This design comes from an exercise in tuning for small area and a short achievable clock period on the open sky130 flow, not from production work. Function was checked by simulation only, so behaviour that the tests miss may differ from the original. Power is estimated from default activity; no workload was simulated.

// booth_mul32
module booth_mul32
(
  input  logic        i_clkp,
  input  logic        i_reset,
  input  logic [31:0] i_multa,
  input  logic [31:0] i_multb,
  output logic [63:0] o_product
);
==> flow/config.mk <==
export PLATFORM = sky130hd
export DESIGN_NAME = booth_mul32
export DESIGN_NICKNAME = booth_mul32
export VERILOG_FILES = /design/flow/design.v
export SDC_FILE = /design/flow/constraint.sdc
export NUM_CORES = 4
export LEC_CHECK = 0
export ABC_AREA = 1
export CAP_MARGIN = 60
export CORE_MARGIN = 2
export CORE_UTILIZATION = 40
export SETUP_SLACK_MARGIN = 3.0
export SLEW_MARGIN = 60
export SYNTH_HIERARCHICAL = 1
==> flow/constraint.sdc <==
create_clock -name core_clock -period 6.5 [get_ports {i_clkp}]
set_input_delay 1.3000 -clock core_clock [delete_from_list [all_inputs] [get_ports {i_clkp}]]
set_output_delay 1.3000 -clock core_clock [all_outputs]
set_load 0.01 [all_outputs]
run.sh (not shown) runs the stock make flow with config.mk's settings and CLKGATE_MAP_FILE= SYNTH_SCRIPT=/design/flow/synth_recipe.tcl, a recipe that flattens the netlist after the stock synthesis.
The baseline ran to the end with no violations.
==> next run, changes <==
==> flow/flow/run.sh (new file) <==
#!/bin/bash
# Layout flow: the standard layout (standard.sh, unchanged synthesis and
# steps), with the port buffers that global placement inserts made plain
# buf_2 cells instead of the default delay buffer. All of make's output goes
# to flow_make.log in this folder; ORFS keeps each step's log under orfs/logs.
set -euo pipefail
bash standard.sh "BUFFER_PORTS_ARGS=-buffer_cell sky130_fd_sc_hd__buf_2" finish > flow_make.log 2>&1
==> flow/standard.sh (new file) <==
#!/bin/bash
# synth_recipe.tcl (not shown) runs the flow's synth.tcl, then flattens the netlist and writes it again
# the make line also repeats each setting of config.mk as NAME=value (left out here)
make -C /OpenROAD-flow-scripts/flow DESIGN_CONFIG=/design/flow/config.mk WORK_HOME=/design/flow/orfs CLKGATE_MAP_FILE= SYNTH_SCRIPT=/design/flow/synth_recipe.tcl "${@:-finish}"
SETUP_SLACK_MARGIN = 3.3   (was 3.0)
removed: flow/run.sh
Final cell count rose by 1.1%.
Area after synthesis is unchanged.
Routed wire length rose by 5.6%.
Fmax rose by 6.8%.
Clock power barely changes.
Flip-flop and latch count is unchanged.
==> next run, changes <==
SETUP_SLACK_MARGIN = 3.0   (was 3.3)
Result: Area after synthesis stays the same; cell count decreases by 0.71%; clock skew hardly moves; synthesized cell count is unchanged; total power decreases by 11%.

* * *

Another version of the RTL of booth_mul32 (not shown whole).
Size: ~3300 cells after synthesis, about 130 I/O pins.
Settings: LEC_CHECK=0, ABC_AREA=1, CAP_MARGIN=60, CORE_MARGIN=2, CORE_UTILIZATION=35, CTS_CLUSTER_DIAMETER=150, CTS_CLUSTER_SIZE=20, GPL_ROUTABILITY_DRIVEN=0, SETUP_SLACK_MARGIN=3.3, SLEW_MARGIN=60, SYNTH_HIERARCHICAL=1; clock period 6.5 ns.
standard.sh (not shown) runs the stock make flow with config.mk's settings and CLKGATE_MAP_FILE= SYNTH_SCRIPT=/design/flow/synth_recipe.tcl, a recipe that flattens the netlist after the stock synthesis.
==> flow/flow/run.sh <==
#!/bin/bash
# Layout flow: the standard layout (standard.sh, unchanged synthesis and
# steps), with the port buffers that global placement inserts made plain
# buf_2 cells instead of the default delay buffer. All of make's output goes
# to flow_make.log in this folder; ORFS keeps each step's log under orfs/logs.
set -euo pipefail
bash standard.sh "BUFFER_PORTS_ARGS=-buffer_cell sky130_fd_sc_hd__buf_2" finish > flow_make.log 2>&1
The starting point ran to the end with no violations.
Rerun with:
Settings changed: CORE_UTILIZATION 35 to 40, CTS_CLUSTER_DIAMETER 150 to 120, CTS_CLUSTER_SIZE 20 to 16.
Outcome: Total power is higher by a little under a tenth; worst setup slack gets worse by 3.3 ps; sequential share of layout area is lower by 0.22 points; die area is lower by roughly a tenth; register-to-register slack stays flat; wire length is lower slightly; hold slack gets better by 9.5 ps.
Rerun with:
Settings changed: CTS_CLUSTER_DIAMETER 120 to 150, CTS_CLUSTER_SIZE 16 to 20, SETUP_SLACK_MARGIN 3.3 to 3.35.
=> First-iteration DRC count came out higher by 6.1%; register-to-register slack improves by 20 ps; die area is unchanged; maximum frequency goes up by 0.50%; power is higher by 0.39%.
Rerun with:
Settings changed: CTS_CLUSTER_DIAMETER 150 to default, CTS_CLUSTER_SIZE 20 to default, SETUP_SLACK_MARGIN 3.35 to 3.3.
After rerunning: The changed run finished with timing, DRC and antenna clean; setup slack is worse by 24 ps; synthesized area is unchanged; sequential cell count is unchanged; via count went up by 0.83%; total power rises by 3.9%; final area rises by 2.3%; clock skew came out higher by 29 ps; wire length goes up by 0.93%.

* * *

booth_mul32 again, from the RTL that the note above started with.
==> flow/config.mk <==
export PLATFORM = sky130hd
export DESIGN_NAME = booth_mul32
export DESIGN_NICKNAME = booth_mul32
export VERILOG_FILES = /design/flow/design.v
export SDC_FILE = /design/flow/constraint.sdc
export NUM_CORES = 4
export LEC_CHECK = 0
export ABC_AREA = 1
export CAP_MARGIN = 60
export CORE_MARGIN = 2
export CORE_UTILIZATION = 40
export CTS_CLUSTER_DIAMETER = 150
export CTS_CLUSTER_SIZE = 20
export GPL_ROUTABILITY_DRIVEN = 0
export SETUP_SLACK_MARGIN = 3.3
export SLEW_MARGIN = 60
export SYNTH_HIERARCHICAL = 1
==> flow/constraint.sdc <==
create_clock -name core_clock -period 6.5 [get_ports {i_clkp}]
set_input_delay 1.3000 -clock core_clock [delete_from_list [all_inputs] [get_ports {i_clkp}]]
set_output_delay 1.3000 -clock core_clock [all_outputs]
set_load 0.01 [all_outputs]
Scripts as last shown in full above: flow/flow/run.sh
Edit:
--- a/flow/config.mk
+++ b/flow/config.mk
@@ -15 +15 @@
-export SETUP_SLACK_MARGIN = 3.3
+export SETUP_SLACK_MARGIN = 3.2
Effect:
- final area shrinks by 1.7%
- non-clock buffer count shrinks by 15
- sequential power hardly moves
- wire length shrinks by 0.78%

* * *

booth_mul32, a different RTL version from the one above (not shown whole).
For scale: ~3500 cells after synthesis, about 310 flip-flops, about 130 I/O pins, roughly 0.031 mm² of cells after synthesis.
// booth_mul32
module booth_mul32
(
  input  logic        i_clkp,
  input  logic        i_reset,
  input  logic [31:0] i_multa,
  input  logic [31:0] i_multb,
  output logic [63:0] o_product
);
  logic r1_one0;
  logic r1_two0;
  logic r1_neg0;
  logic r1_one1;
  logic r1_two1;
  logic r1_neg1;
  logic r1_one2;
  logic r1_two2;
  logic r1_neg2;
  logic r1_one3;
  logic r1_two3;
  logic r1_neg3;
  logic r1_one4;
  logic r1_two4;
  logic r1_neg4;
  logic r1_one5;
  logic r1_two5;
  logic r1_neg5;
  logic r1_one6;
  logic r1_two6;
  logic r1_neg6;
  logic r1_one7;
  logic r1_two7;
  logic r1_neg7;
  logic r1_one8;
  logic r1_two8;
  logic r1_neg8;
  logic r1_one9;
  logic r1_two9;
  logic r1_neg9;
  logic r1_one10;
  logic r1_two10;
  logic r1_neg10;
  logic r1_one11;
  logic r1_two11;
  logic r1_neg11;
  logic r1_one12;
  logic r1_two12;
  logic r1_neg12;
  logic r1_one13;
  logic r1_two13;
  logic r1_neg13;
  logic r1_one14;
  logic r1_two14;
  logic r1_neg14;
  logic r1_one15;
  logic r1_two15;
  logic r1_neg15;
  logic r1_a0;
  logic r1_a1;
  logic r1_a2;
  logic r1_a3;
  logic r1_a4;
  logic r1_a5;
  logic r1_a6;
  logic r1_a7;
  logic r1_a8;
  logic r1_a9;
  logic r1_a10;
  logic r1_a11;
  logic r1_a12;
  logic r1_a13;
  logic r1_a14;
  logic r1_a15;
  logic r1_a16;
  logic r1_a17;
  logic r1_a18;
  logic r1_a19;
  logic r1_a20;
  logic r1_a21;
  logic r1_a22;
  logic r1_a23;
  logic r1_a24;
  logic r1_a25;
  logic r1_a26;
  logic r1_a27;
  logic r1_a28;
  logic r1_a29;
  logic r1_a30;
  logic r1_a31;
  logic r1_v;
  logic pp1;
  logic pp2;
  logic pp3;
  logic pp4;
  logic pp5;
  logic pp6;
  logic pp7;
  logic pp8;
  logic pp9;
  logic pp10;
  logic pp11;
  logic pp12;
  logic pp13;
  logic pp14;
  logic pp15;
  logic pp16;
  logic pp17;
  logic pp18;
  logic pp19;
  logic pp20;
  logic pp21;
  logic pp22;
  logic pp23;
  logic pp24;
  logic pp25;
  logic pp26;
  logic pp27;
  logic pp28;
  logic pp29;
  logic pp30;
  logic pp31;
  logic pp32;
  logic pp33;
  logic pp34;
  logic pp35;
  logic pp36;
  logic pp37;
  logic pp38;
  logic pp39;
  logic pp40;
  logic pp41;
  logic pp42;
  logic pp43;
  logic pp44;
  ...
export LEC_CHECK = 0
export ABC_AREA = 1
export CAP_MARGIN = 20
export CORE_MARGIN = 2
export CORE_UTILIZATION = 40
export SLEW_MARGIN = 20
create_clock -name core_clock -period 6.5 [get_ports {i_clkp}]
run.sh (not shown) runs the stock make flow with config.mk's settings and CLKGATE_MAP_FILE= SYNTH_SCRIPT=/design/flow/synth_recipe.tcl, a recipe that flattens the netlist after the stock synthesis.
Stock flow here: none of the scripts above is used.
Change:
Settings changed: ABC_AREA 1 to unset.
The changed run went through all stages and came out clean; worst setup slack degrades by 0.12 ns; count of clock-buffer cells in the layout grows by 2; critical path depth goes up by 4; final area is lower by 2.5%; first-iteration DRC count drops by about 9%; global-route usage rose by 0.21 points; register-to-register slack got worse by 0.12 ns.
Change:
Settings changed: ABC_AREA set to 1, SETUP_SLACK_MARGIN set to 3.5.
Effect:
- The changed run passed the timing, DRC and antenna checks
- design area climbs by 23%
- synthesized cell count climbs by 11%
- global-route usage climbs by 1.8 points
- total power climbs by about 34%
- sequential share of layout area drops by 3.4 points
- cell count climbs by 17%
- wire length climbs by 17%
- worst setup slack improved by 0.86 ns

-- static timing again, ports no longer ideal --
No port has a modelled driver above. Below, the same layouts with a new extraction and two added sets of constraints. Step 1: set_driving_cell puts a clkbuf_16 on i_clkp and a buf_2 on each other input, an assumption about the parent block. Step 2 also shifts input and output timing later by t, the mid clock arrival at the registers, as if the neighbouring blocks saw the same clock. Three values: ideal ports, drivers, drivers and shift; two values: the first two.
| run | shift t [ns] | setup WS [ns] | latest minus earliest clock arrival (ns) |
|---|---|---|---|
| the first run of note 1 | 0.631 | 3.021 / 3.021 / 2.611 | 0.041 / 0.041 |
| the second run of note 1 | 0.640 | 3.241 / 3.241 / 2.941 | 0.027 / 0.028 |
| the third run of note 1 | 0.643 | 3.019 / 3.019 / 2.934 | 0.024 / 0.025 |
| the first run of note 2 | 0.647 | 3.287 / 3.287 / 3.006 | 0.029 / 0.029 |
| the second run of note 2 | 0.688 | 3.283 / 3.283 / 2.949 | 0.050 / 0.050 |
| the third run of note 2 | 0.641 | 3.299 / 3.299 / 3.001 | 0.025 / 0.025 |
| the fourth run of note 2 | 0.641 | 3.275 / 3.275 / 2.924 | 0.052 / 0.053 |
| the first run of note 3 | 0.643 | 3.290 / 3.290 / 2.939 | 0.022 / 0.022 |
| the second run of note 3 | 0.637 | 3.188 / 3.188 / 2.960 | 0.028 / 0.028 |
| the first run of note 4 | 0.627 | 2.339 / 2.339 / 2.339 | 0.026 / 0.026 |
| the second run of note 4 | 0.631 | 2.219 / 2.219 / 2.219 | 0.035 / 0.035 |
| the third run of note 4 | 0.631 | 3.081 / 3.081 / 3.081 | 0.021 / 0.022 |
After both steps every run listed still meets setup and hold. The setup slack of the first run of note 1, which loses most, moves by 0.000 ns with the drivers and by -0.410 ns with both steps.
